This design comes from an exercise in tuning for small area and few clock cycles per item on the open sky130 flow, not from production work. The RTL was checked by simulation tests, not by an equivalence proof against the original design.

==> flow/design.v <==
package mant_mult_pkg;
  localparam int   STAGES      = 3;
  localparam logic STAGE_EMPTY = 1'b0;
  localparam logic STAGE_FULL  = 1'b1;
  function automatic int prod_width(input int mw);
    prod_width = 2 * mw + 2;
  endfunction
  function automatic int lod(input logic [63:0] m);
    lod = 0;
    for (int i = 0; i < 64; i++) begin
      if (m[i]) lod = i;
    end
  endfunction
  function automatic int drum_shift(input logic [63:0] m, input int k);
    if (m < (64'd1 << k)) drum_shift = 0;
    else                  drum_shift = lod(m) - k + 1;
  endfunction
  function automatic logic rne_up(input logic lsb, input logic guard, input logic sticky);
    rne_up = guard & (sticky | lsb);
  endfunction
endpackage
module drum_seg
#(
  parameter int MW = 23,
  parameter int K  = 9,
  parameter int SW = $clog2(MW + 1)
) (
  input  logic [MW-1:0] m,
  output logic [K-1:0]  t,
  output logic [SW-1:0] s
);
  int sh;
  always_comb begin
    sh = mant_mult_pkg::drum_shift(64'(m), K);
    s  = SW'(sh);
    if (sh == 0) t = K'(m);
    else         t = K'(m >> sh) | K'(1);
  end
endmodule
module mant_mult_foil_pipe
#(
  parameter int EW = 8,
  parameter int MW = 23,
  parameter int K  = 9
) (
  input  logic               clk,
  input  logic               rst,
  input  logic               in_valid,
  output logic               in_ready,
  input  logic [EW+MW-1:0]   a_operand,
  input  logic [EW+MW-1:0]   b_operand,
  input  logic               approx_en,
  output logic               out_valid,
  input  logic               out_ready,
  output logic               normalised,
  output logic [MW-1:0]      product_mantissa,
  output logic               round_carry
);
  localparam int PW = mant_mult_pkg::prod_width(MW);
  localparam int SW = $clog2(MW + 1);
  logic advance;
  logic [EW-1:0] a_exp, b_exp;
  logic [MW-1:0] a_man, b_man;
  logic [K-1:0]  a_t, b_t;
  logic [SW-1:0] a_s, b_s;
  logic          s1_valid;
  logic [K-1:0]  s1_ta, s1_tb;
  logic [SW-1:0] s1_sa, s1_sb;
  logic [MW-1:0] s1_ma, s1_mb;
  logic          s1_ha, s1_hb, s1_approx;
  logic          s2_valid;
  logic [PW-1:0] s2_p;
  logic          s3_valid;
  logic          s3_norm;
  logic [MW-1:0] s3_mant;
  logic          s3_carry;
  assign a_exp = a_operand[EW+MW-1:MW];
  assign b_exp = b_operand[EW+MW-1:MW];
  assign a_man = a_operand[MW-1:0];
  assign b_man = b_operand[MW-1:0];
  drum_seg #(.MW(MW), .K(K), .SW(SW)) u_seg_a (.m(a_man), .t(a_t), .s(a_s));
  drum_seg #(.MW(MW), .K(K), .SW(SW)) u_seg_b (.m(b_man), .t(b_t), .s(b_s));
  logic [PW-1:0] term_a, term_b, term_c, term_d, p_sum;
  logic [SW:0]   s_sum;
  always_comb begin
    term_a         = '0;
    term_a[2*MW]   = s1_ha & s1_hb;
    term_b         = s1_ha ? (PW'(s1_mb) << MW) : '0;
    term_c         = s1_hb ? (PW'(s1_ma) << MW) : '0;
    s_sum          = {1'b0, s1_sa} + {1'b0, s1_sb};
    if (s1_approx) term_d = (PW'(s1_ta) * PW'(s1_tb)) << s_sum;
    else           term_d = PW'(s1_ma) * PW'(s1_mb);
    p_sum          = term_a + term_b + term_c + term_d;
  end
  logic [PW-2:0] n_val;
  logic          lsb, guard, sticky;
  logic [MW:0]   rounded;
  always_comb begin
    n_val   = s2_p[PW-1] ? s2_p[PW-2:0] : {s2_p[PW-3:0], 1'b0};
    lsb     = n_val[PW-1-MW];
    guard   = n_val[PW-2-MW];
    sticky  = |n_val[PW-3-MW:0];
    rounded = {1'b0, n_val[PW-2:PW-1-MW]} + (MW+1)'(mant_mult_pkg::rne_up(lsb, guard, sticky));
  end
  assign advance      = !s3_valid | out_ready;
  assign in_ready = advance;
  always_ff @(posedge clk or posedge rst) begin
    if (rst) begin
      s1_valid  <= mant_mult_pkg::STAGE_EMPTY;
      s1_ta     <= '0;
      s1_tb     <= '0;
      s1_sa     <= '0;
      s1_sb     <= '0;
      s1_ma     <= '0;
      s1_mb     <= '0;
      s1_ha     <= 1'b0;
      s1_hb     <= 1'b0;
      s1_approx <= 1'b0;
      s2_valid  <= mant_mult_pkg::STAGE_EMPTY;
      s2_p      <= '0;
      s3_valid  <= mant_mult_pkg::STAGE_EMPTY;
      s3_norm   <= 1'b0;
      s3_mant   <= '0;
      s3_carry  <= 1'b0;
    end else if (advance) begin
      s1_valid <= in_valid;
      if (in_valid) begin
        s1_ta     <= a_t;
        s1_tb     <= b_t;
        s1_sa     <= a_s;
        s1_sb     <= b_s;
        s1_ma     <= a_man;
        s1_mb     <= b_man;
        s1_ha     <= |a_exp;
        s1_hb     <= |b_exp;
        s1_approx <= approx_en;
      end
      s2_valid <= s1_valid;
      if (s1_valid) s2_p <= p_sum;
      s3_valid <= s2_valid;
      if (s2_valid) begin
        s3_norm  <= s2_p[PW-1];
        s3_carry <= rounded[MW];
        s3_mant  <= rounded[MW-1:0];
      end
    end
  end
  assign out_valid        = s3_valid;
  assign normalised       = s3_norm;
  assign product_mantissa = s3_mant;
  assign round_carry      = s3_carry;
endmodule
==> flow/run.sh <==
#!/bin/bash
# synth_recipe.tcl (not shown) runs the flow's synth.tcl, then flattens the netlist and writes it again
# the make line also repeats each setting of config.mk as NAME=value (left out here)
make -C /OpenROAD-flow-scripts/flow DESIGN_CONFIG=/design/flow/config.mk WORK_HOME=/design/flow/orfs CLKGATE_MAP_FILE= SYNTH_SCRIPT=/design/flow/synth_recipe.tcl finish
==> flow/config.mk <==
export PLATFORM = sky130hd
export DESIGN_NAME = mant_mult_foil_pipe
export DESIGN_NICKNAME = mant_mult_foil_pipe
export VERILOG_FILES = /design/flow/design.v
export SDC_FILE = /design/flow/constraint.sdc
export NUM_CORES = 4
export LEC_CHECK = 0
export CAP_MARGIN = 20
export CORE_MARGIN = 2
export CORE_UTILIZATION = 40
export SLEW_MARGIN = 20
==> flow/constraint.sdc <==
create_clock -name core_clock -period 12.0 [get_ports {clk}]
set_input_delay 2.4000 -clock core_clock [delete_from_list [all_inputs] [get_ports {clk}]]
set_output_delay 2.4000 -clock core_clock [all_outputs]
set_load 0.01 [all_outputs]
==> results.txt <==
## how the worst min path moves through the flow
stage                     cells past startpoint        to  slack [ns]
final                                         2  s3_valid        0.47
after global routing                          2  s3_valid        0.50
after CTS                                     2  s3_valid        0.47
after detailed placement                      2  s3_valid        0.45
after global placement                        2  s3_valid        0.45
after floorplan                               2  s3_valid        0.44
## flip-flops by register name, indices dropped and copies added (netlist names)
| name | flops |
|---|---|
| s1_sa | 5 |
| s3_carry | 1 |
| s1_ta | 9 |
| s3_norm | 1 |
| s1_mb | 23 |
| s1_hb | 1 |
| s1_tb | 9 |
| s3_valid | 1 |
| s1_valid | 1 |
| s2_valid | 1 |
| s1_ma | 23 |
| s1_approx | 1 |
| s1_sb | 5 |
| s2_p | 48 |
| s3_mant | 23 |
| s1_ha | 1 |
## synthesized netlist by cell type (all sizes together), types with 14 or more instances
library cell,number
o21ai,145
nor2,129
mux4,14
mux2i,77
xor2,46
nand4,15
mux2,29
nand2b,14
nand2,710
and2,263
nand3,39
nor4,19
a211oi,15
a31oi,19
o31ai,22
o22ai,16
o21a,19
a21oi,141
nor3,43
o21bai,14
buf,25
o211ai,22
xnor2,56
a21o,49
inv,625
ha,242
clkbuf,187
nor2b,15
fa,513
dfrtp,153
## cells in the final DEF, fill, tap and decap left out, types with 13 or more instances in the layout
cell type	synthesis	routed
a211oi_1	13	13
a21o_1	49	49
a21oi_1	141	140
a31oi_1	19	19
and2_1	262	261
buf_4	1	62
clkbuf_16	0	17
clkdlybuf4s50_1	0	93
dfrtp_1	153	151
fa_1	513	513
ha_1	242	242
inv_1	624	623
mux2_2	28	28
mux2i_1	77	77
mux4_2	14	14
nand2_1	710	708
nand2b_1	14	14
nand3_1	39	39
nand4_1	15	15
nor2_1	128	128
nor2b_1	15	15
nor3_1	42	42
nor4_1	16	16
o211ai_1	21	21
o21a_1	19	19
o21ai_0	140	140
o21bai_1	14	14
o221ai_1	13	13
o22ai_1	16	16
o31ai_1	22	21
xnor2_1	56	53
xor2_1	46	46
## cell families after synthesis
kind of cell / count (synthesis) / synth area share (%)
AO/OA/AOI/OAI: 569 / 11.40
XOR/XNOR: 103 / 2.834
adder cells (fa/ha/maj): 755 / 41.15
buffers and inverters: 838 / 9.820
flip-flops: 153 / 11.85
multiplexers: 120 / 4.383
AND/OR/NAND/NOR: 1293 / 18.56
## routing by layer
metal	vias up	GRT usage, %
met5	-	0
li1	12130	-
met1	13360	33.44
met2	841	40.44
met4	0	6.736
met3	135	3.570
## worst max-delay path, delay by kind of cell, from the launching register on
kind | cells | cell delay, ns
AO/OA/AOI/OAI | 12 | 3.83
XOR/XNOR | 2 | 0.57
adder cells (fa/ha/maj) | 10 | 4.41
buffers and inverters | 4 | 0.20
flip-flops | 1 | 1.08
multiplexers | 1 | 0.27
AND/OR/NAND/NOR | 4 | 0.59
## layout make-up
cell class                      instances  area (um^2)
Antenna cell                            1        2.502
Clock buffer                           17        425.4
Clock inverter                         15        168.9
Fill cell                            7980        45410
Inverter                              626         2355
Multi-Input combinational cell       2840        25370
Sequential cell                       153         3831
Tap cell                             1060         1326
Timing Repair Buffer                  155         1396
## stage by stage
stage               util [%]  worst slack, ns
CTS                    43.42            1.003
global placement       42.68            1.282
detailed placement     42.68            1.026
floorplan                  -            2.463
global route           43.43           0.2751
finish                 43.43           0.9423
==> results.txt <==
CTS tree = yes
Antenna violations before repair = 0
Via-to-Cell Ratio = 5.438
Post-CTS sizing = 0
Worst setup EP type = flip-flop
Top Metal Used = met4
DRC Markers = 0
Syn Std Cell Area = 32310 um^2
Worst Reg2Reg Path Length in Cells = 33
Largest net degree at the start of global routing = 86
Max clock buf depth = 2
Unrepaired setup endpoints after global routing = no
Fin. max-slew vios = 0
Vias in the first global route = 26540
Max Fclk = 0.09043 GHz
Post-DRT Antenna Nets = 0
Num ports = 94
Max-Cap Viols = 0
Synth area leaders = fa_1 32%, dfrtp_1 12%, ha_1 9.4%, nand2_1 8.2%, inv_1 7.2%
Max stage delay on crit path = 1.08 ns
Final setup viols = 0
DR WL met3 = 5932 um
Final-stage net count = 4615
Clock Skew = 0.01211 ns
Yosys top cell area share = 31.78%
Detailed placement HPWL = 79390 um
Fin Setup TNS = 0 ns
Syn. warnings = 2
Synth Area per Inst = 8.435 um^2
Die area = 83070 um^2
Gpl congestion = 0.9685
Crit path kind = reg -> reg
CP startpoint = s1_mb[2]
CP dominant cell by count = fa_1
Clock-pin slew on the worst setup and hold paths = 0.08 ns
Hold crit path type = reg -> reg
Finished Layout Cells = 4867
Die Width = 288.2 um
Reg-to-Reg End = s2_p[47]
Slew at the pin closest to its max-slew limit = 1.156 ns
Met2 WL = 47450 um
Max FO, Critical Path = 25
Synth Register Bits = 153
Starting DRC count in detailed routing = 2108
Tmin final = 11.06 ns
Period utilisation layout = 92.15%
Hold Fails Final Rpt = 0
Design Area, Final = 34870 um^2
Max-slew headroom = 22.93%
Wire length per cell = 20.39 um
Primary FF master, synth = dfrtp_1
Ratio of cells with drive above 1 in the final layout = 4.624%
Final wirelength = 99240 um
Fin Hold WS = 0.4686 ns
Sequential area share after synthesis = 11.85%
Die Y = 288.2 um
Tot GR Track Use = 24.44%
Hold path start = s2_valid
Yosys top cell by area = fa_1
Yosys cell types = 88
Critical Path RT = 12.37 ns
Global-route wire length before repair = 155900 um
Placed cell area = 34270 um^2
Remaining global-route overflow = 0
# hold bufs at CTS = 0
Gate Count Post-Synth = 3831
Vias = 26470
CP arrival = 11.42 ns
CTS sink cnt = 153
Iteration count of the initial detailed-routing pass = 6
Num CTS Buffers = 17
Initial Util = 40.25%
Outcome = complete, no violations
H-tree depth = 4
Setup slack, reg-to-reg = 0.94 ns
Core footprint = 80290 um^2
Port Buffers = 93
Placed cell count = 4834
R2r startpoint = s1_mb[2]
Post-synth EDFFs = 0
Synthesized net count = 4653
Post-synth ARST share = 100.0%
Row count = 104
Crit-path slowest cell = dfrtp_1
Startpoint types = flip-flop
Setup repair bufs after CTS = 0
Critical Path Sink = s2_p[47]
Clock root cell = clkbuf_16
Latest clock arrival within the worst-skew pair = 0.49 ns
Layout area overhead = 7.918%
Met1 wire length = 43200 um
Testbench counts, summed over its fixed seeds: cycles 16,024, items 16,000.

-- what the ideal ports hide --
How much do the figures lean on ideal ports? The routed layout below was timed once more, with nothing changed but the port constraints.
Step 1 assumes that a clkbuf_16 drives the clock port and a buf_2 every other input.
Step 2 also shifts input and output timing later by t, the mid clock arrival at the registers, as if the neighbouring blocks saw the same clock.
Three values: ideal, step 1, step 2; two values: the first two.
t (ns): 0.538
setup WS [ns]: 0.942 / 0.942 / 0.942
worst hold slack (ns): 0.469 / 0.469 / 0.469
clock arrival spread, ns: 0.012 / 0.012
worst data-port slew with drivers (ns): 0.08
After both steps this run still meets setup and hold. For this run, drivers alone change the setup slack by 0.000 ns; drivers and shift together by 0.000 ns.
